What follows belongs to an exercise in optimizing a design on an open flow for small area; a production flow would make more cautious choices.
In this exercise RTL edits were held to simulation tests only and were not proved equivalent to the original.
Power and IR drop assume default switching activity. The clock port is modelled as an ideal driver; clocking choices that lean on that would not hold on a real chip.

// cpu_top
module cpu_top (
	input  logic clk,
	input  logic reset,
	output logic [31:0] mem_addr,
	output logic [7:0] mem_wdata,
	output logic mem_read,
	output logic mem_write,
	input  logic [7:0] mem_rdata,
	input  logic mem_ready,
	output logic [31:0] debug
);
clock: 9.0 ns
lec_check: 0
cap_margin: 20
core_margin: 2
core_utilization: 40
cts_buf_list: sky130_fd_sc_hd__clkbuf_16
cts_cluster_diameter: 100
cts_cluster_size: 30
slew_margin: 20
run.sh (not shown) runs the stock make flow with config.mk's settings and CLKGATE_MAP_FILE= SYNTH_SCRIPT=/design/flow/synth_recipe.tcl, a recipe that flattens the netlist after the stock synthesis.
The first run completed with no timing, DRC or antenna violations.
Change:
==> flow/flow/run.sh (new file) <==
#!/bin/bash
set -o pipefail
cp standard.sh standard.sh.txt
export BUFFER_PORTS_ARGS="-buffer_cell sky130_fd_sc_hd__buf_1"
export CTS_ARGS="-sink_clustering_enable -repair_clock_nets -sink_clustering_size 36 -sink_clustering_max_diameter 80 -buf_list sky130_fd_sc_hd__clkbuf_16 -dont_use_dummy_load"
bash standard.sh > standard.log 2>&1
==> flow/standard.sh (new file) <==
#!/bin/bash
# synth_recipe.tcl (not shown) runs the flow's synth.tcl, then flattens the netlist and writes it again
# the make line also repeats each setting of config.mk as NAME=value (left out here)
make -C /OpenROAD-flow-scripts/flow DESIGN_CONFIG=/design/flow/config.mk WORK_HOME=/design/flow/orfs CLKGATE_MAP_FILE= SYNTH_SCRIPT=/design/flow/synth_recipe.tcl "${@:-finish}"
removed: flow/run.sh
Wire length falls by about 1.2%; synthesized area does not change; power falls by 3.0%; count of clock-buffer cells in the layout falls by 4; flip-flop and latch count is unchanged; design area falls by 2.3%; hold slack is worse by 60 ps; clock power falls by about 8%.
Change:
==> flow/flow/run.sh (replaced) <==
#!/bin/bash
set -o pipefail
cp standard.sh standard.sh.txt
export BUFFER_PORTS_ARGS="-buffer_cell sky130_fd_sc_hd__buf_1"
export CTS_ARGS="-sink_clustering_enable -repair_clock_nets -sink_clustering_size 20 -sink_clustering_max_diameter 60 -buf_list sky130_fd_sc_hd__clkbuf_8 -dont_use_dummy_load"
bash standard.sh > standard.log 2>&1
The changed run passed the timing, design-rule and antenna checks.
Die area is unchanged.
Clock power shrinks by a few percent.
Synthesized area does not change.
Worst setup slack is better by 22 ps.
Synthesized cell count is unchanged.
Register-to-register slack is better by 20 ps.
Sequential share of layout area grows by 0.21 points.
Via count grows slightly.
Cell count grows slightly.
Count of clock-buffer cells in the layout grows by 28.
Power shrinks slightly.

---

Another version of the RTL of cpu_top (not shown whole).
Size in the first run: ~1600 cells after synthesis, ~85 I/O pins, about 28000 um^2 of cells after synthesis.
==> flow/design.v (excerpt) <==
module cpu_top (
	input  logic clk,
	input  logic reset,
	output logic [31:0] mem_addr,
	output logic [7:0] mem_wdata,
	output logic mem_read,
	output logic mem_write,
	input  logic [7:0] mem_rdata,
	input  logic mem_ready,
	output logic [31:0] debug
);
	localparam logic [3:0] S_INIT = 4'd0;   
	localparam logic [3:0] S_FETCH = 4'd1;  
	localparam logic [3:0] S_WX = 4'd2;     
	localparam logic [3:0] S_EXEC = 4'd3;   
	localparam logic [3:0] S_ADDR = 4'd4;   
	localparam logic [3:0] S_MEM = 4'd5;    
	localparam logic [3:0] S_WW = 4'd6;     
	localparam logic [3:0] S_WB = 4'd7;     
	localparam logic [3:0] S_PRE = 4'd8;    
	logic [3:0] state;
	logic [4:0] ph;
	logic [4:0] cnt;   
	logic rdy_q;
	localparam int IW = 8;
	logic [23:0] ir;
	logic fix;
	logic fixing;
	logic [31:0] mar;
	logic [31:0] t;
	logic [31:0] p;
	logic [31:0] d;
	logic [4:0] flags;
	logic cy;
	logic wbq;    
	logic weq;
	logic zacc;
	wire [31:0] iw = {mem_rdata, ir};
	wire [6:0] op = iw[6:0];
	wire [4:0] oc = iw[11:7];
	wire [4:0] oa = iw[16:12];
	wire [14:0] ob = iw[31:17];
	wire op_mov = op == 7'h00;
  ...
==> flow/config.mk <==
export PLATFORM = sky130hd
export DESIGN_NAME = cpu_top
export DESIGN_NICKNAME = cpu_top
export VERILOG_FILES = /design/flow/design.v
export SDC_FILE = /design/flow/constraint.sdc
export NUM_CORES = 4
export LEC_CHECK = 0
export CAP_MARGIN = 20
export CORE_MARGIN = 2
export CORE_UTILIZATION = 40
export SLEW_MARGIN = 20
export SYNTH_HIERARCHICAL = 1
export SYNTH_MINIMUM_KEEP_SIZE = 0
==> flow/constraint.sdc <==
create_clock -name core_clock -period 9.0 [get_ports {clk}]
set_input_delay 1.8000 -clock core_clock [delete_from_list [all_inputs] [get_ports {clk}]]
set_output_delay 1.8000 -clock core_clock [all_outputs]
set_load 0.01 [all_outputs]
standard.sh (not shown) runs the stock make flow with config.mk's settings and CLKGATE_MAP_FILE= SYNTH_SCRIPT=/design/flow/synth_recipe.tcl, a recipe that flattens the netlist after the stock synthesis.
==> flow/flow/run.sh <==
#!/bin/bash
# The standard layout (standard.sh), with these changes to the ORFS defaults:
#  - synthesis maps logic with an area-oriented ABC script (flow/abc_area.script,
#    used through ABC_AREA=1 from a copy of the ORFS scripts folder); registers
#    and everything else in synthesis are unchanged;
#  - ports are buffered with buf_1 instead of clkdlybuf4s50_1;
#  - the clock tree uses clusters of up to 20 sinks on clkbuf_8, without dummy loads.
# Each step's output goes to a log file of its own here; ORFS's tool logs are in orfs/logs.
set -euo pipefail
HERE=$(pwd)
rm -rf "$HERE/orfs_scripts"
cp -r "$FLOW_HOME/scripts" "$HERE/orfs_scripts"
cp "$HERE/flow/abc_area.script" "$HERE/orfs_scripts/abc_area.script"
export BUFFER_PORTS_ARGS="-buffer_cell sky130_fd_sc_hd__buf_1"
export CTS_ARGS="-sink_clustering_enable -repair_clock_nets -sink_clustering_size 20 -sink_clustering_max_diameter 60 -buf_list sky130_fd_sc_hd__clkbuf_8 -dont_use_dummy_load"
SCRIPTS_DIR="$HERE/orfs_scripts" ABC_AREA=1 bash standard.sh synth > "$HERE/synth.log" 2>&1
bash standard.sh > "$HERE/layout.log" 2>&1
==> flow/flow/abc_area.script <==
&get -n
&st
&dch -f
&nf -R 1000 -p -F 8 -A 4
&st
&syn2
&dch -f
&nf -R 1000 -p -F 8 -A 4
&st
&synch2
&nf -R 1000 -p -F 8 -A 4
&put
topo
dnsize
Change:
==> flow/flow/run.sh (replaced) <==
#!/bin/bash
set -o pipefail
cp standard.sh standard.sh.txt
export BUFFER_PORTS_ARGS="-buffer_cell sky130_fd_sc_hd__buf_1"
export CTS_ARGS="-sink_clustering_enable -repair_clock_nets -sink_clustering_size 20 -sink_clustering_max_diameter 60 -buf_list sky130_fd_sc_hd__clkbuf_8 -dont_use_dummy_load"
bash standard.sh > standard.log 2>&1
removed: flow/flow/abc_area.script
Result:
- global-route usage climbs by 0.48 points
- synthesized cell count climbs by 3.2%
- setup slack improved by 0.75 ns
- clock-buffer cell count drops by 1
- clock power is about the same
- total power drops by 0.67%
- area after synthesis climbs by 1.6%
- routed wire length climbs by 5.5%
- first-iteration DRC count drops by 16%

-- re-timing with driven ports --
The flow's constraints put no driver on any port. The routed layouts listed below were extracted and timed again, unchanged, in two steps. Step 1: set_driving_cell puts a clkbuf_16 on clk and a buf_2 on each other input, an assumption about the parent block. Step 2 also shifts input and output timing later by t, the mid clock arrival at the registers, as if the neighbouring blocks saw the same clock. Slacks: ideal / step 1 / step 2; pairs: ideal / step 1.
run	t (ns)	slack for setup (ns)	worst register clock-pin slew, ns	worst slew at a driven data input, ns
the first run of note 1	0.671	3.494 / 3.501 / 2.856	0.11 / 0.11	0.06
the second run of note 1	0.617	3.699 / 3.699 / 3.272	0.12 / 0.12	0.04
the third run of note 1	0.697	3.721 / 3.721 / 3.269	0.12 / 0.12	0.04
the first run of note 2	0.690	2.567 / 2.567 / 2.567	0.12 / 0.12	0.06
the second run of note 2	0.694	3.320 / 3.320 / 3.320	0.12 / 0.12	0.05
After both steps every run listed still meets setup and hold. The setup slack of the first run of note 1, which loses most, moves by +0.007 ns with the drivers and by -0.638 ns with both steps.
